This is an optimization exercise on Yosys and OpenROAD, whose aim is small area and a short achievable clock period, not a production implementation. Where RTL was checked, it was by simulation tests only, not by an equivalence proof against the original. No functional check of the RTL was part of runs 2 to 4.

==> flow/design.v, too long to show whole: its modules and the start of the top module <==
// module imu_fp: 1995 lines
// module imu_fa: 4 lines
// module imu_ha: 4 lines
module imu_fp (
  input  logic        clk,
  input  logic        rst,
  input  logic [31:0] value,
  input  logic [31:0] row,
  output logic [31:0] data
);
  // ...
==> flow/flow/run.sh <==
#!/bin/bash
# The standard layout (the standard.sh, unchanged), with the port
# buffers that global placement inserts made plain buffers (buf_2) instead of
# the library's default pick, a delay cell.
set -euo pipefail
export BUFFER_PORTS_ARGS="-buffer_cell sky130_fd_sc_hd__buf_2"
bash standard.sh finish > standard_flow.log 2>&1
==> flow/standard.sh <==
#!/bin/bash
# synth_recipe.tcl (not shown) runs the flow's synth.tcl, then flattens the netlist and writes it again
# the make line also repeats each setting of config.mk as NAME=value (left out here)
make -C /OpenROAD-flow-scripts/flow DESIGN_CONFIG=/design/flow/config.mk WORK_HOME=/design/flow/orfs CLKGATE_MAP_FILE= SYNTH_SCRIPT=/design/flow/synth_recipe.tcl "${@:-finish}"
==> flow/config.mk <==
export PLATFORM = sky130hd
export DESIGN_NAME = imu_fp
export DESIGN_NICKNAME = imu_fp
export VERILOG_FILES = /design/flow/design.v
export SDC_FILE = /design/flow/constraint.sdc
export NUM_CORES = 4
export LEC_CHECK = 0
export ABC_AREA = 1
export CAP_MARGIN = 20
export CORE_MARGIN = 2
export CORE_UTILIZATION = 60
export SETUP_SLACK_MARGIN = 4
export SLEW_MARGIN = 20
export SYNTH_HIERARCHICAL = 1
==> flow/constraint.sdc <==
create_clock -name core_clock -period 13.0 [get_ports {clk}]
set_input_delay 2.6000 -clock core_clock [delete_from_list [all_inputs] [get_ports {clk}]]
set_output_delay 2.6000 -clock core_clock [all_outputs]
set_load 0.01 [all_outputs]
==> summary.txt, run 1 <==
GRT
  – Met3 Track Usage GR: 0.07078
  – Met1 Track Usage GR: 0.4853

Synthesis
  – Synth Register Bits: 32
  – Synth Flop Type: dfxtp_1
  – Synth warn: 7
  – Post-synth top area share: 0.3103
  – Multiplexer share of the synthesized area: 0
  – Post-Synth Simple-Gate Area: 0.1421

Placed design
  – Post-placement cell area: 0.01733 mm²
  – Pre-CTS WS: 2.548 ns

Run status
  – Status: finished clean

CTS
  – Cts repair resizes: 65
  – CTS tree: built
  – Cts bufs inserted: 5
  – Clock tree buffer depth: 2
  – Worst-path clk slew: 0.06 ns
  – H-tree Lvls: 2
  – Setup Fix Bufs, Post-CTS: 9

Die
  – Die H: 170.9 µm
  – Placement Rows: 61

Routing
  – DRT Pass-1 Iters: 5
  – Number of DRC markers in iteration 0: 1458
  – Max layer used: met4

Cells and area
  – CLK BUF: 6
  – Layout cell share with drive strength beyond 1: 0.1616
  – Most flop-heavy register: data_q

Hold path
  – Hold Crit Class: in -> reg
  – Hold EP: data_q[31]$_SDFF_PP0_

STA
  – Final setup viols: 0
  – Hold WS: 2.510 ns

Setup path
  – Critical Path RT: 13.16 ns

Job
  – MaxCap Viol Count: 0
==> run 2, diff against run 1 <==
--- a/flow/design.v
+++ b/flow/design.v
@@ -17,20 +17,21 @@
   logic [24:0] pp7;
   logic [24:0] pp8;
   logic [24:0] pp9;
   logic [24:0] pp10;
   logic [24:0] pp11;
   logic [23:0] pp12;
   logic [47:0] ta, tb;
   logic [24:0] hx;
-  logic [23:0] hy, ux, uy, ug, upp, u0, u1;
+  logic [23:0] hy, ux, uy, ug, upp, uq, ur;
   logic [22:0] lg, lp;
   logic [21:0] lo_or;
   logic        cin22, mz;
+  logic        p23, g22, p22, cq, cr, q23, tie_q, tie_r, hi;
   logic s1;
   logic c2;
   logic s3;
   logic c4;
   logic s5;
   logic c6;
   logic s7;
   logic c8;
@@ -1772,64 +1773,64 @@
   assign ug721 = ug689 | (up690 & ug711);
   assign up722 = up690 & up712;
   assign ug723 = ug691 | (up692 & ug711);
   assign up724 = up692 & up712;
   assign ug725 = ug693 | (up694 & ug711);
   assign up726 = up694 & up712;
   assign ug727 = ug695 | (up696 & ug711);
   assign up728 = up696 & up712;
-  assign u0[0] = upp[0];
-  assign u1[0] = ~upp[0];
-  assign u0[1] = upp[1] ^ ug[0];
-  assign u1[1] = upp[1] ^ (ug[0] | upp[0]);
-  assign u0[2] = upp[2] ^ ug625;
-  assign u1[2] = upp[2] ^ (ug625 | up626);
-  assign u0[3] = upp[3] ^ ug649;
-  assign u1[3] = upp[3] ^ (ug649 | up650);
-  assign u0[4] = upp[4] ^ ug651;
-  assign u1[4] = upp[4] ^ (ug651 | up652);
-  assign u0[5] = upp[5] ^ ug673;
-  assign u1[5] = upp[5] ^ (ug673 | up674);
-  assign u0[6] = upp[6] ^ ug675;
-  assign u1[6] = upp[6] ^ (ug675 | up676);
-  assign u0[7] = upp[7] ^ ug677;
-  assign u1[7] = upp[7] ^ (ug677 | up678);
-  assign u0[8] = upp[8] ^ ug679;
-  assign u1[8] = upp[8] ^ (ug679 | up680);
-  assign u0[9] = upp[9] ^ ug697;
-  assign u1[9] = upp[9] ^ (ug697 | up698);
-  assign u0[10] = upp[10] ^ ug699;
-  assign u1[10] = upp[10] ^ (ug699 | up700);
-  assign u0[11] = upp[11] ^ ug701;
-  assign u1[11] = upp[11] ^ (ug701 | up702);
-  assign u0[12] = upp[12] ^ ug703;
-  assign u1[12] = upp[12] ^ (ug703 | up704);
-  assign u0[13] = upp[13] ^ ug705;
-  assign u1[13] = upp[13] ^ (ug705 | up706);
-  assign u0[14] = upp[14] ^ ug707;
-  assign u1[14] = upp[14] ^ (ug707 | up708);
-  assign u0[15] = upp[15] ^ ug709;
-  assign u1[15] = upp[15] ^ (ug709 | up710);
-  assign u0[16] = upp[16] ^ ug711;
-  assign u1[16] = upp[16] ^ (ug711 | up712);
-  assign u0[17] = upp[17] ^ ug713;
-  assign u1[17] = upp[17] ^ (ug713 | up714);
-  assign u0[18] = upp[18] ^ ug715;
-  assign u1[18] = upp[18] ^ (ug715 | up716);
-  assign u0[19] = upp[19] ^ ug717;
-  assign u1[19] = upp[19] ^ (ug717 | up718);
-  assign u0[20] = upp[20] ^ ug719;
-  assign u1[20] = upp[20] ^ (ug719 | up720);
-  assign u0[21] = upp[21] ^ ug721;
-  assign u1[21] = upp[21] ^ (ug721 | up722);
-  assign u0[22] = upp[22] ^ ug723;
-  assign u1[22] = upp[22] ^ (ug723 | up724);
-  assign u0[23] = upp[23] ^ ug725;
-  assign u1[23] = upp[23] ^ (ug725 | up726);
+  assign uq[0] = upp[0] ^ cq;
+  assign ur[0] = upp[0] ^ cr;
+  assign uq[1] = upp[1] ^ (ug[0] | (upp[0] & cq));
+  assign ur[1] = upp[1] ^ (ug[0] | (upp[0] & cr));
+  assign uq[2] = upp[2] ^ (ug625 | (up626 & cq));
+  assign ur[2] = upp[2] ^ (ug625 | (up626 & cr));
+  assign uq[3] = upp[3] ^ (ug649 | (up650 & cq));
+  assign ur[3] = upp[3] ^ (ug649 | (up650 & cr));
+  assign uq[4] = upp[4] ^ (ug651 | (up652 & cq));
+  assign ur[4] = upp[4] ^ (ug651 | (up652 & cr));
+  assign uq[5] = upp[5] ^ (ug673 | (up674 & cq));
+  assign ur[5] = upp[5] ^ (ug673 | (up674 & cr));
+  assign uq[6] = upp[6] ^ (ug675 | (up676 & cq));
+  assign ur[6] = upp[6] ^ (ug675 | (up676 & cr));
+  assign uq[7] = upp[7] ^ (ug677 | (up678 & cq));
+  assign ur[7] = upp[7] ^ (ug677 | (up678 & cr));
+  assign uq[8] = upp[8] ^ (ug679 | (up680 & cq));
+  assign ur[8] = upp[8] ^ (ug679 | (up680 & cr));
+  assign uq[9] = upp[9] ^ (ug697 | (up698 & cq));
+  assign ur[9] = upp[9] ^ (ug697 | (up698 & cr));
+  assign uq[10] = upp[10] ^ (ug699 | (up700 & cq));
+  assign ur[10] = upp[10] ^ (ug699 | (up700 & cr));
+  assign uq[11] = upp[11] ^ (ug701 | (up702 & cq));
+  assign ur[11] = upp[11] ^ (ug701 | (up702 & cr));
+  assign uq[12] = upp[12] ^ (ug703 | (up704 & cq));
+  assign ur[12] = upp[12] ^ (ug703 | (up704 & cr));
+  assign uq[13] = upp[13] ^ (ug705 | (up706 & cq));
+  assign ur[13] = upp[13] ^ (ug705 | (up706 & cr));
+  assign uq[14] = upp[14] ^ (ug707 | (up708 & cq));
+  assign ur[14] = upp[14] ^ (ug707 | (up708 & cr));
+  assign uq[15] = upp[15] ^ (ug709 | (up710 & cq));
+  assign ur[15] = upp[15] ^ (ug709 | (up710 & cr));
+  assign uq[16] = upp[16] ^ (ug711 | (up712 & cq));
+  assign ur[16] = upp[16] ^ (ug711 | (up712 & cr));
+  assign uq[17] = upp[17] ^ (ug713 | (up714 & cq));
+  assign ur[17] = upp[17] ^ (ug713 | (up714 & cr));
+  assign uq[18] = upp[18] ^ (ug715 | (up716 & cq));
+  assign ur[18] = upp[18] ^ (ug715 | (up716 & cr));
+  assign uq[19] = upp[19] ^ (ug717 | (up718 & cq));
+  assign ur[19] = upp[19] ^ (ug717 | (up718 & cr));
+  assign uq[20] = upp[20] ^ (ug719 | (up720 & cq));
+  assign ur[20] = upp[20] ^ (ug719 | (up720 & cr));
+  assign uq[21] = upp[21] ^ (ug721 | (up722 & cq));
+  assign ur[21] = upp[21] ^ (ug721 | (up722 & cr));
+  assign uq[22] = upp[22] ^ (ug723 | (up724 & cq));
+  assign ur[22] = upp[22] ^ (ug723 | (up724 & cr));
+  assign uq[23] = upp[23] ^ (ug725 | (up726 & cq));
+  assign ur[23] = upp[23] ^ (ug725 | (up726 & cr));
   imu_ha u_l0 (.a(ta[0]), .b(tb[0]), .s(lp[0]), .co(lg[0]));
   imu_ha u_l1 (.a(ta[1]), .b(tb[1]), .s(lp[1]), .co(lg[1]));
   imu_ha u_l2 (.a(ta[2]), .b(tb[2]), .s(lp[2]), .co(lg[2]));
   imu_ha u_l3 (.a(ta[3]), .b(tb[3]), .s(lp[3]), .co(lg[3]));
   imu_ha u_l4 (.a(ta[4]), .b(tb[4]), .s(lp[4]), .co(lg[4]));
   imu_ha u_l5 (.a(ta[5]), .b(tb[5]), .s(lp[5]), .co(lg[5]));
   imu_ha u_l6 (.a(ta[6]), .b(tb[6]), .s(lp[6]), .co(lg[6]));
   imu_ha u_l7 (.a(ta[7]), .b(tb[7]), .s(lp[7]), .co(lg[7]));
@@ -1936,29 +1937,25 @@
   assign lp814 = lp770 & lp806;
   assign lg815 = lg787 | (lp788 & lg805);
   assign lp816 = lp788 & lp806;
   assign lg817 = lg789 | (lp790 & lg805);
   assign lp818 = lp790 & lp806;
   assign cin22 = lg817;
   assign lo_or = ta[21:0] | tb[21:0];
   assign mz = &(lp[21:0] ~^ {lo_or[20:0], 1'b0});
-  logic       p23, g22, p22, cq, cr, q23, tie_q, tie_r, hi;
-  logic [23:0] uq, ur;
   logic [22:0] frac;
   assign p23   = hx[0];
   assign g22   = lg[22];
   assign p22   = lp[22];
   assign cq    = cin22 ? (p23 | g22) : (p23 & (g22 | p22));
   assign cr    = p23 | g22 | (p22 & cin22);
   assign q23   = p23 ^ g22 ^ (p22 | cin22);
   assign tie_q = (p22 ^ cin22) & mz;
   assign tie_r = ~(p22 ^ cin22) & (p23 ^ (g22 | (p22 & cin22))) & mz;
-  assign uq    = cq ? u1 : u0;
-  assign ur    = cr ? u1 : u0;
   assign hi    = uq[23];
   assign frac  = hi ? {ur[22:1], ur[0] & ~tie_r} : {uq[21:0], q23 & ~tie_q};
   logic        sgn, a_nan, b_nan, a_inf, b_inf, a_zero, b_zero;
   logic        nan, inf_in, zero_in, ovf0, ovf1, unf0, unf1, ovf, unf, norm, big;
   logic [8:0]  es;
   logic [7:0]  e0, e1, ex;
   logic [31:0] data_d, data_q;
   assign sgn    = value[31] ^ row[31];
==> summary.txt, run 2 <==
Routing
  – Final ANT Viol Nets: 0
  – DRC: 0
  – Avg WL per Cell: 23.06 µm
  – Routed WL: ~55000 µm
  – Number of DRC markers in iteration 0: 1505 (+3.2%)
  – DRT Pass-1 Iters: 7 (+2)
  – Routed vias: 15260
  – Via density per instance: 6.439

Setup path
  – CP peak stage delay: 0.52 ns
  – Crit-path slowest cell: fa_1
  – Critical Path RT: 13.17 ns (about the same)
  – Critical Path End Type: register
  – CP Class: in -> reg
  – Crit. path cell count: 29
  – CP Buf/Inv Count: 3
  – Crit path DAT: ~9 ns
  – Crit path max-delay family: adder cells
  – Most used cell, CP: fa_1
  – CP Max Fanout: 30
  – Type of origin of the critical path: input pin

Die
  – I/O pin total: 98
  – Placement Rows: 60 (-1.6%)
  – Placeable core region: 0.02703 mm²
  – Die ar.: 0.02889 mm²
  – Die Wd: 170.0 µm
  – Initial cell density of the core: 0.6116
  – Die H: 170.0 µm (-0.53%)

Synthesis
  – Commonest cells post-synth: 299 x xor2_1, 288 x nand2_1, 264 x o22ai_1
  – Synth Flop Type: dfxtp_1
  – Synth unique cells: 53
  – Syn Inst Count: roughly 2000
  – Synth Register Bits: 32 (unchanged)
  – Post-synth top area cell: fa_1
  – Asr flop ratio synth: 0
  – Top cells by area, synth: fa_1 31%, xor2_1 16%, ha_1 11%, o22ai_1 10%, nand2_1 6.5%
  – Number of flops mapped to enable cells by yosys: 0
  – Sequential-to-total area share from yosys stat: 0.03876
  – Top-count cell post-synth: xor2_1
  – Syn avg cell area: between 8 and 9 µm²
  – Post-synth top area share: 0.3137 (+0.003383)
  – Synth warn: 7 (unchanged)
  – Cell Area, Synth: 0.01653 mm²

Cells and area
  – Layout cell share with drive strength beyond 1: 0.1424 (-0.01917)
  – Most frequent cells in the layout: 297 x xor2_1, 269 x nand2_1, 256 x fa_1, 255 x o22ai_1, 168 x inv_1
  – Ant diodes: 0
  – Largest register FFs: 32
  – P&R area growth vs syn: 8.781%
  – Largest regs: data_q: 32 flops
  – Fin nets: 2496
  – Most flop-heavy register: data_q
  – Commonest non-fill, non-tap cell in the layout: xor2_1

CTS
  – Clock tree buffer depth: 2 (unchanged)
  – Worst-path clk slew: 0.06 ns (about the same)
  – Post-CTS Hold Fix Bufs: 0
  – Cts bufs inserted: 5 (unchanged)
  – Root Driver: clkbuf_16
  – Clk sinks: 32
  – CTS tree: built
  – H-tree Lvls: 2 (unchanged)

Run status
  – Status: finished clean

STA
  – Tcrit/Tclk final: 0.6757
  – Final Hold Viols: 0
  – Final setup viols: 0 (unchanged)
  – Fin crit period: 8.785 ns
  – Max-slew violations: 0
  – Worst-Margin Slew: 0.9368 ns
  – Setup tns final: 0 ns
  – Max-Slew Margin vs Limit: 0.3748
  – Hold WS: 2.509 ns (-0.0003400 ns)
  – Unrepaired setup endpoints after global routing: false
  – Max Clk Rate: 113.8 MHz

Hold path
  – Hold Crit Class: in -> reg
  – Hold Crit Start: value[31]
  – Hold depth: 2
  – Hold EP: data_q[31]$_SDFF_PP0_

GRT
  – Met1 Track Usage GR: 0.5060 (+0.02066)
  – Vias in the first global route: 14790
  – GRT Max-Usage Layer: met2
  – Largest net degree at the start of global routing: 31
  – Initial antenna violation count: 0
  – GRT Total Usage: 0.3741
  – Met2 Usage GRT: 0.5949
  – Met3 Track Usage GR: 0.06279 (-0.007993)
  – First-pass GRT wire length: around 83000 µm
  – Global route overflow: 0

Placed design
  – PortBufs: between 90 and 100
  – HPWL after detailed placement: about 40000 µm
  – Final GP Congestion: 0.9475

Job
  – MaxCap Viol Count: 0 (unchanged)
[run 2: layout make-up]
cell class	count	area, µm²
clock buffers	6	138.9
clock inverters	2	15.01
fillers	2352	9046
inverters	195	750.7
multi-input cells	1654	15050
flip-flops and latches	32	640.6
well taps	341	426.7
repair buffers	138	943.4
repair inverters	2	12.51
[run 2: worst max-delay path by stage]
stage | start | to | slack [ns]
floorplan | row[9] | data_q[3]$_SDFF_PP0_ | 4.41
global placement | row[5] | data_q[18]$_SDFF_PP0_ | 2.64
detailed placement | row[5] | data_q[18]$_SDFF_PP0_ | 2.60
CTS | row[5] | data_q[18]$_SDFF_PP0_ | 4.00
global route | row[1] | data_q[13]$_SDFF_PP0_ | 3.96
finish | row[9] | data_q[18]$_SDFF_PP0_ | 4.22
[run 2: cells by family after synthesis]
logic type | synth area share
adders and majority gates | 0.4220
AOI/OAI and AO/OA | 0.1451
DFF | 0.03876
xor gates and xnor gates | 0.1648
other | 0.0004544
and+or+nand+nor | 0.1504
buffers and inverters | 0.07850
[run 2: through the flow]
stage / utilization / cell area, µm² / instances / worst slack [ns]
floorplan: - / 16540 / 2010 / 4.413
global placement: 0.6326 / 17100 / 2339 / 2.637
detailed placement: 0.6326 / 17100 / 2339 / 2.602
CTS: 0.6485 / 17530 / 2352 / 4.001
global route: 0.6653 / 17980 / 2370 / 3.959
finish: 0.6653 / 17980 / 2370 / 4.215
[run 2: what timing repair did]
action / 4_1_cts / 5_1_grt
cloned: 4 / 6
gates resized for setup: 60 / 75
endpoints found under the setup margin: 31 / 31
buffers inserted: 1 / 12
pin swaps: 3 / 19
[run 2: per-layer routing]
metal | vias to the layer above | wire length (µm)
met3 | 180 | 5033
met5 | - | 0
met1 | 7395 | 21900
met4 | 0 | 2671
li1 | 6767 | -
met2 | 918 | 25050
[run 2: modules after synthesis (local to each module, per instance)]
| module | cells | flops+latches | copies in the design |
|---|---|---|---|
| imu_fp | 1633 | 32 | 1 |
| imu_ha | 1 | 0 | 117 |
| imu_fa | 1 | 0 | 258 |
==> run 3, diff against run 2 <==
--- a/flow/config.mk
+++ b/flow/config.mk
@@ -8,7 +8,8 @@
 export ABC_AREA = 1
 export CAP_MARGIN = 20
 export CORE_MARGIN = 2
-export CORE_UTILIZATION = 60
+export CORE_UTILIZATION = 75
+export PLACE_DENSITY = 0.8
 export SETUP_SLACK_MARGIN = 4
 export SLEW_MARGIN = 20
 export SYNTH_HIERARCHICAL = 1
==> summary.txt, run 3 <==
Synthesis
  – Top cells by area, synth: fa_1 31%, xor2_1 16%, ha_1 11%, o22ai_1 10%, nand2_1 6.5%
  – Asr flop ratio synth: 0 (unchanged)
  – Post-synth top area cell: fa_1
  – Synth warn: 7 (unchanged)
  – Area fraction in compound gates after synthesis: 0.1451 (unchanged)
  – Synth Register Bits: 32 (unchanged)
  – Syn avg cell area: 8.231 µm² (unchanged)
  – Number of flops mapped to enable cells by yosys: 0 (unchanged)
  – Adder-Cell Fraction of Synth Area: 0.4220 (unchanged)
  – Cell Area, Synth: 0.01653 mm² (unchanged)
  – Largest family of logic cells by synthesized area: adder cells
  – Synth Flop Type: dfxtp_1
  – Syn Inst Count: 2008 (unchanged)
  – Synth unique cells: 53 (unchanged)
  – XOR/XNOR share of the synthesized area: 0.1648 (unchanged)
  – Top-count cell post-synth: xor2_1
  – Post-synth top area share: 0.3137 (unchanged)
  – Commonest cells post-synth: 299 x xor2_1, 288 x nand2_1, 264 x o22ai_1
  – Multiplexer share of the synthesized area: 0 (unchanged)
  – Post-Synth Simple-Gate Area: 0.1504 (unchanged)
  – Sequential-to-total area share from yosys stat: 0.03876 (unchanged)

Cells and area
  – Fin nets: 2494 (-0.080%)
  – Most flop-heavy register: data_q
  – Largest regs: data_q: 32 flops
  – Multi-input logic area: 0.01506 mm² (about the same)
  – Largest register FFs: 32 (unchanged)
  – Most frequent cells in the layout: 299 x xor2_1, 264 x nand2_1, 260 x o22ai_1, 258 x fa_1, 166 x inv_1
  – # fillers: 1400 (-40%)
  – Reg area: 640.6 µm² (unchanged)
  – Finished Cell Area: 0.01794 mm² (-0.24%)
  – Layout cell share with drive strength beyond 1: 0.1418 (-0.0006363)
  – Commonest non-fill, non-tap cell in the layout: xor2_1
  – P&R area growth vs syn: 8.524%

Die
  – Placement Rows: 54 (-10%)
  – Die H: 152.5 µm (-10%)
  – Die ar.: 0.02324 mm² (-20%)
  – Initial cell density of the core: 0.7597 (+0.1481)
  – I/O pin total: 98 (unchanged)
  – Placeable core region: 0.02176 mm² (-19%)
  – Die Wd: 152.5 µm (-10%)

CTS
  – Worst-path clk slew: 0.04 ns (-0.02 ns)
  – Post-CTS Hold Fix Bufs: 0 (unchanged)
  – H-tree Lvls: 2 (unchanged)
  – Clock tree buffer depth: 2 (unchanged)
  – Clk sinks: 32 (unchanged)
  – CTS tree: built
  – Root Driver: clkbuf_16
  – Cts bufs inserted: 5 (unchanged)

STA
  – Final Hold Viols: 0 (unchanged)
  – Max-slew violations: 0 (unchanged)
  – Final setup viols: 0 (unchanged)
  – Unrepaired setup endpoints after global routing: false
  – Max-Slew Margin vs Limit: 0.4005 (+0.02572)
  – Setup tns final: 0 ns (unchanged)
  – Fin crit period: 8.865 ns (+0.08061 ns)
  – Tcrit/Tclk final: 0.6819 (+0.006201)
  – Max Clk Rate: 112.8 MHz (-0.91%)
  – Worst-Margin Slew: 0.8982 ns (-0.03854 ns)

GRT
  – Initial antenna violation count: 0 (unchanged)
  – Global route overflow: 0 (unchanged)
  – GRT Total Usage: 0.4463 (+0.07213)
  – Largest net degree at the start of global routing: 31 (unchanged)
  – First-pass GRT wire length: 82430 µm (-0.40%)
  – Vias in the first global route: 15280 (+3.3%)

Job
  – MaxCap Viol Count: 0 (unchanged)

Setup path
  – Crit path DAT: 9.02 ns (+0.07 ns)
  – Crit-path slowest cell: fa_1
  – Crit path capture: data_q[22]$_SDFF_PP0_
  – Most used cell, CP: fa_1
  – CP peak stage delay: 0.53 ns (about the same)
  – Type of origin of the critical path: input pin
  – Critical Path RT: 13.16 ns (about the same)
  – CP Class: in -> reg
  – CP Max Fanout: 21 (-30%)
  – Critical Path End Type: register
  – Worst setup path startpoint: row[19]

Placed design
  – Final GP Congestion: 1.006 (+6.2%)
  – PortBufs: 97 (unchanged)
  – HPWL after detailed placement: 38900 µm (-2.5%)
  – Post-placement cell area: 0.01696 mm² (-0.80%)

Routing
  – Routed WL: 55160 µm (+0.90%)
  – Routed vias: 16050 (+5.2%)
  – Avg WL per Cell: 23.93 µm (+3.7%)
  – DRT Pass-1 Iters: 8 (+1)
  – Via density per instance: 6.961 (+8.1%)
  – Number of DRC markers in iteration 0: 2195 (+46%)
  – DRC: 0 (unchanged)
  – Final ANT Viol Nets: 0 (unchanged)

Run status
  – Status: finished clean

Hold path
  – Hold Crit Class: in -> reg
run 3: cell types whose count changed in the layout (fill, tap and decap cells not counted), sizes merged:
cell	delta
diode	+1
nor2	+1
buf	-4
clkinv	-1
clkbuf	-1
run 3: cell type report:
type / count / area share
multi-input cells: 1655 / 0.8394
inverters: 195 / 0.04206
flip-flops and latches: 32 / 0.03571
repair inverters: 3 / 0.001046
diodes: 1 / 0.0001395
repair buffers: 134 / 0.05518
clock buffers: 5 / 0.006975
well taps: 280 / 0.01953
run 3: what timing repair did:
action | 4_1_cts | 5_1_grt
endpoints found under the setup margin | 31 | 31
setup buffers | 1 | 14
hold endpoints to repair | 0 | 0
resized for setup | 65 | 81
pin swaps | 2 | 17
cloned | 3 | 11
run 3: worst min-delay path by stage:
stage,startpoint,endpoint,slack (ns),depth (start not counted)
after floorplan,row[31],data_q[31]$_SDFF_PP0_,2.69,1
after global placement,row[31],data_q[31]$_SDFF_PP0_,2.80,2
after detailed placement,row[31],data_q[31]$_SDFF_PP0_,2.80,2
after CTS,row[31],data_q[31]$_SDFF_PP0_,2.52,2
after global routing,value[31],data_q[31]$_SDFF_PP0_,2.53,2
final,row[31],data_q[31]$_SDFF_PP0_,2.53,2
run 3: kinds of logic after synthesis:
family | Yosys count
flip-flops | 32
buffers and inverters | 332
AO/OA/AOI/OAI | 396
other | 2
XOR/XNOR | 311
AND/OR/NAND/NOR | 533
adder cells (fa/ha/maj) | 402
run 3: metal layers:
metal / track usage / routed length [µm] / vias to the layer above
met3: 0.09386 / 7069 / 352
met1: 0.5927 / 19460 / 7603
met4: 0.2240 / 4065 / 0
li1: - / - / 6757
met2: 0.6997 / 24570 / 1334
met5: 0 / 0 / -
run 3: worst max-delay path, delay by kind of cell:
family / cells / cell delay, ns
AND/OR/NAND/NOR: 12 / 1.42
AO/OA/AOI/OAI: 4 / 0.69
adder cells (fa/ha/maj): 7 / 2.99
XOR/XNOR: 1 / 0.20
buffers and inverters: 7 / 1.10
run 3: Yosys stat by module (local to each module, per instance):
module  area, µm²  flops+latches  cells inside
imu_fa      20.02              0             1
imu_ha      12.51              0             1
imu_fp       9899             32          1633
run 3: per-stage QoR:
stage / std cells / util / setup slack, ns / hold WS, ns
floorplan: 2010 / - / 4.413 / 2.693
global placement: 2270 / 0.7796 / 2.931 / 2.795
detailed placement: 2270 / 0.7796 / 2.686 / 2.805
CTS: 2279 / 0.7971 / 4.005 / 2.522
global route: 2304 / 0.8244 / 3.925 / 2.531
finish: 2305 / 0.8245 / 4.135 / 2.528
==> run 4, diff against run 3 <==
--- a/flow/config.mk
+++ b/flow/config.mk
@@ -8,8 +8,8 @@
 export ABC_AREA = 1
 export CAP_MARGIN = 20
 export CORE_MARGIN = 2
-export CORE_UTILIZATION = 75
-export PLACE_DENSITY = 0.8
+export CORE_UTILIZATION = 60
+export CTS_BUF_LIST = sky130_fd_sc_hd__clkbuf_4 sky130_fd_sc_hd__clkbuf_8
 export SETUP_SLACK_MARGIN = 4
 export SLEW_MARGIN = 20
 export SYNTH_HIERARCHICAL = 1
==> summary.txt, run 4 <==
CTS
  – Clk sinks: 32 (unchanged)
  – Post-CTS Hold Fix Bufs: 0 (unchanged)
  – Worst-path clk slew: 0.08 ns (+0.04 ns)
  – Cts bufs inserted: 5 (unchanged)
  – Root Driver: clkbuf_8
  – Clock tree buffer depth: 2 (unchanged)
  – CTS tree: built
  – H-tree Lvls: 2 (unchanged)

Cells and area
  – # fillers: 2364 (+69%)
  – Finished Cell Area: 0.01788 mm² (-0.31%)
  – Reg area: 640.6 µm² (unchanged)
  – Most flop-heavy register: data_q
  – Layout cell share with drive strength beyond 1: 0.1390 (-0.002814)
  – P&R area growth vs syn: 8.183%
  – Multi-input logic area: 0.01501 mm² (-0.33%)
  – Most frequent cells in the layout: 298 x xor2_1, 271 x nand2_1, 258 x fa_1, 255 x o22ai_1, 169 x inv_1
  – Commonest non-fill, non-tap cell in the layout: xor2_1
  – Largest register FFs: 32 (unchanged)
  – Largest regs: data_q: 32 flops
  – Final std cells w/o fill: 2370 (+2.8%)
  – Ant diodes: 0 (-1)
  – Fin nets: 2496 (+0.080%)

Synthesis
  – Synth warn: 7 (unchanged)
  – Cell Area, Synth: 0.01653 mm² (unchanged)
  – Syn avg cell area: 8.231 µm² (unchanged)
  – Post-synth top area cell: fa_1
  – Syn Inst Count: 2008 (unchanged)
  – Synth Flop Type: dfxtp_1
  – Top-count cell post-synth: xor2_1
  – Asr flop ratio synth: 0 (unchanged)
  – Top cells by area, synth: fa_1 31%, xor2_1 16%, ha_1 11%, o22ai_1 10%, nand2_1 6.5%
  – Number of flops mapped to enable cells by yosys: 0 (unchanged)
  – Commonest cells post-synth: 299 x xor2_1, 288 x nand2_1, 264 x o22ai_1
  – Synth Register Bits: 32 (unchanged)
  – Post-synth top area share: 0.3137 (unchanged)
  – Sequential-to-total area share from yosys stat: 0.03876 (unchanged)
  – Synth unique cells: 53 (unchanged)

Routing
  – Via density per instance: 6.445 (-7.4%)
  – DRC: 0 (unchanged)
  – Routed WL: 54950 µm (-0.37%)
  – Final ANT Viol Nets: 0 (unchanged)
  – Avg WL per Cell: 23.19 µm (-3.1%)
  – Routed vias: 15270 (-4.8%)
  – DRT Pass-1 Iters: 6 (-2)
  – Number of DRC markers in iteration 0: 1503 (-32%)

GRT
  – First-pass GRT wire length: 82450 µm (about the same)
  – Initial antenna violation count: 0 (unchanged)
  – Largest net degree at the start of global routing: 31 (unchanged)
  – Global route overflow: 0 (unchanged)
  – GRT Total Usage: 0.3718 (-0.07444)
  – Vias in the first global route: 14790 (-3.2%)

Setup path
  – CP Max Fanout: 30 (+43%)
  – CP peak stage delay: 0.57 ns (+0.04 ns)
  – Critical Path RT: 13.18 ns (+0.02 ns)
  – Crit-path slowest cell: fa_1
  – CP Class: in -> reg
  – Critical Path End Type: register
  – Type of origin of the critical path: input pin
  – Most used cell, CP: fa_1
  – Crit path DAT: 9.01 ns (about the same)

Die
  – Die ar.: 0.02889 mm² (+24%)
  – Placeable core region: 0.02703 mm² (+24%)
  – Placement Rows: 60 (+11%)
  – I/O pin total: 98 (unchanged)
  – Die Wd: 170.0 µm (+11%)
  – Die H: 170.0 µm (+11%)
  – Initial cell density of the core: 0.6116 (-0.1481)

Job
  – MaxCap Viol Count: 0 (unchanged)

STA
  – Max-slew violations: 0 (unchanged)
  – Final Hold Viols: 0 (unchanged)
  – Final setup viols: 0 (unchanged)
  – Fin crit period: 8.823 ns (-0.04243 ns)
  – Setup tns final: 0 ns (unchanged)
  – Tcrit/Tclk final: 0.6787 (-0.003264)
  – Max-Slew Margin vs Limit: 0.3855 (-0.01502)
  – Worst-Margin Slew: 0.9207 ns (+0.02250 ns)
  – Setup ws final: 4.177 ns (+0.04243 ns)
  – Max Clk Rate: 113.3 MHz (+0.48%)
  – Unrepaired setup endpoints after global routing: false

Run status
  – Status: finished clean

Placed design
  – Post-placement cell area: 0.01710 mm² (+0.80%)
  – Final GP Congestion: 0.9475 (-5.8%)
  – Dpl cells: 2339 (+3.0%)
  – PortBufs: 97 (unchanged)
  – HPWL after detailed placement: 39900 µm (+2.6%)
  – Pre-CTS WS: 2.602 ns (-0.08373 ns)

Hold path
  – Hold Crit Class: in -> reg
==> run 4: per-layer routing <==
| metal | wire length [µm] | track usage |
|---|---|---|
| met1 | 22070 | 0.4986 |
| met2 | 25260 | 0.5947 |
| met3 | 4902 | 0.06279 |
| met4 | 2718 | 0.1646 |
| met5 | 0 | 0 |
==> run 4: repair_timing <==
action / in CTS / in global routing
gates cloned: 3 / 8
gates resized for setup: 53 / 68
pin swaps: 3 / 18
buffers inserted: 1 / 11
endpoints found under the setup margin: 31 / 31
==> run 4: worst max-delay path: cells and delay by family <==
kind	cells	cell delay, ns
buf+inv	4	0.54
compound gates	3	0.47
xor+xnor	1	0.20
simple gates	14	2.01
fa+ha+maj	7	3.12
==> run 4: final cells by class <==
type / instances / area share
Timing Repair Buffer: 138 / 0.05325
Sequential cell: 32 / 0.03583
Inverter: 195 / 0.04170
Timing Repair inverter: 2 / 0.0006997
Tap cell: 341 / 0.02386
Multi-Input combinational cell: 1654 / 0.8392
Clock inverter: 2 / 0.0008397
Clock buffer: 6 / 0.004618
==> run 4: modules after synthesis, one instance, submodules excluded <==
module	copies in the design	flip-flops and latches	area [µm²]
imu_ha	117	0	12.51
imu_fp	1	32	9899
imu_fa	258	0	20.02
==> run 4: cells by family after synthesis <==
group	after synthesis	synth area share
compound gates	396	0.1451
xor+xnor	311	0.1648
fa+ha+maj	402	0.4220
buf+inv	332	0.07850
flops	32	0.03876
other cells	2	0.0004544
simple gates	533	0.1504
==> run 4: worst paths after layout <==
check      start                    end  slack [ns]  depth (start not counted)
max       row[9]  data_q[18]$_SDFF_PP0_        4.18                         29
min    value[31]  data_q[31]$_SDFF_PP0_        2.49                          2
==> run 4: per-stage QoR <==
| step | hold slack (ns) | util |
|---|---|---|
| 2_1_floorplan | 2.693 | - |
| 3_3_place_gp | 2.795 | 0.6326 |
| 3_5_place_dp | 2.805 | 0.6326 |
| 4_1_cts | 2.485 | 0.6450 |
| 5_1_grt | 2.493 | 0.6616 |
| 6_report | 2.493 | 0.6616 |

static timing again, ports no longer ideal:
The flow's constraints put no driver on any port. The routed layouts listed below were extracted and timed again, unchanged, in two steps. Step 1, drivers: a clkbuf_16 drives clk and a buf_2 each remaining input, both assumed. Step 2 moves the port delays by t, midway between the first and last clock arrival at a register: inputs arrive t later, outputs are due t later. That takes back most of the time a late clock gives input paths. Three values: no drivers, after step 1, after step 2; two values: the first two.
run | t, ns | setup WS [ns] | worst slew at a driven data input, ns
run 1 | 0.316 | 4.140 / 4.100 / 3.784 | 0.07
run 2 | 0.316 | 4.215 / 4.226 / 3.910 | 0.06
run 3 | 0.299 | 4.135 / 4.122 / 3.823 | 0.06
run 4 | 0.324 | 4.177 / 4.189 / 3.865 | 0.06
After both steps every run listed still meets setup and hold. The setup slack of run 1, which loses most, moves by -0.040 ns with the drivers and by -0.356 ns with both steps.
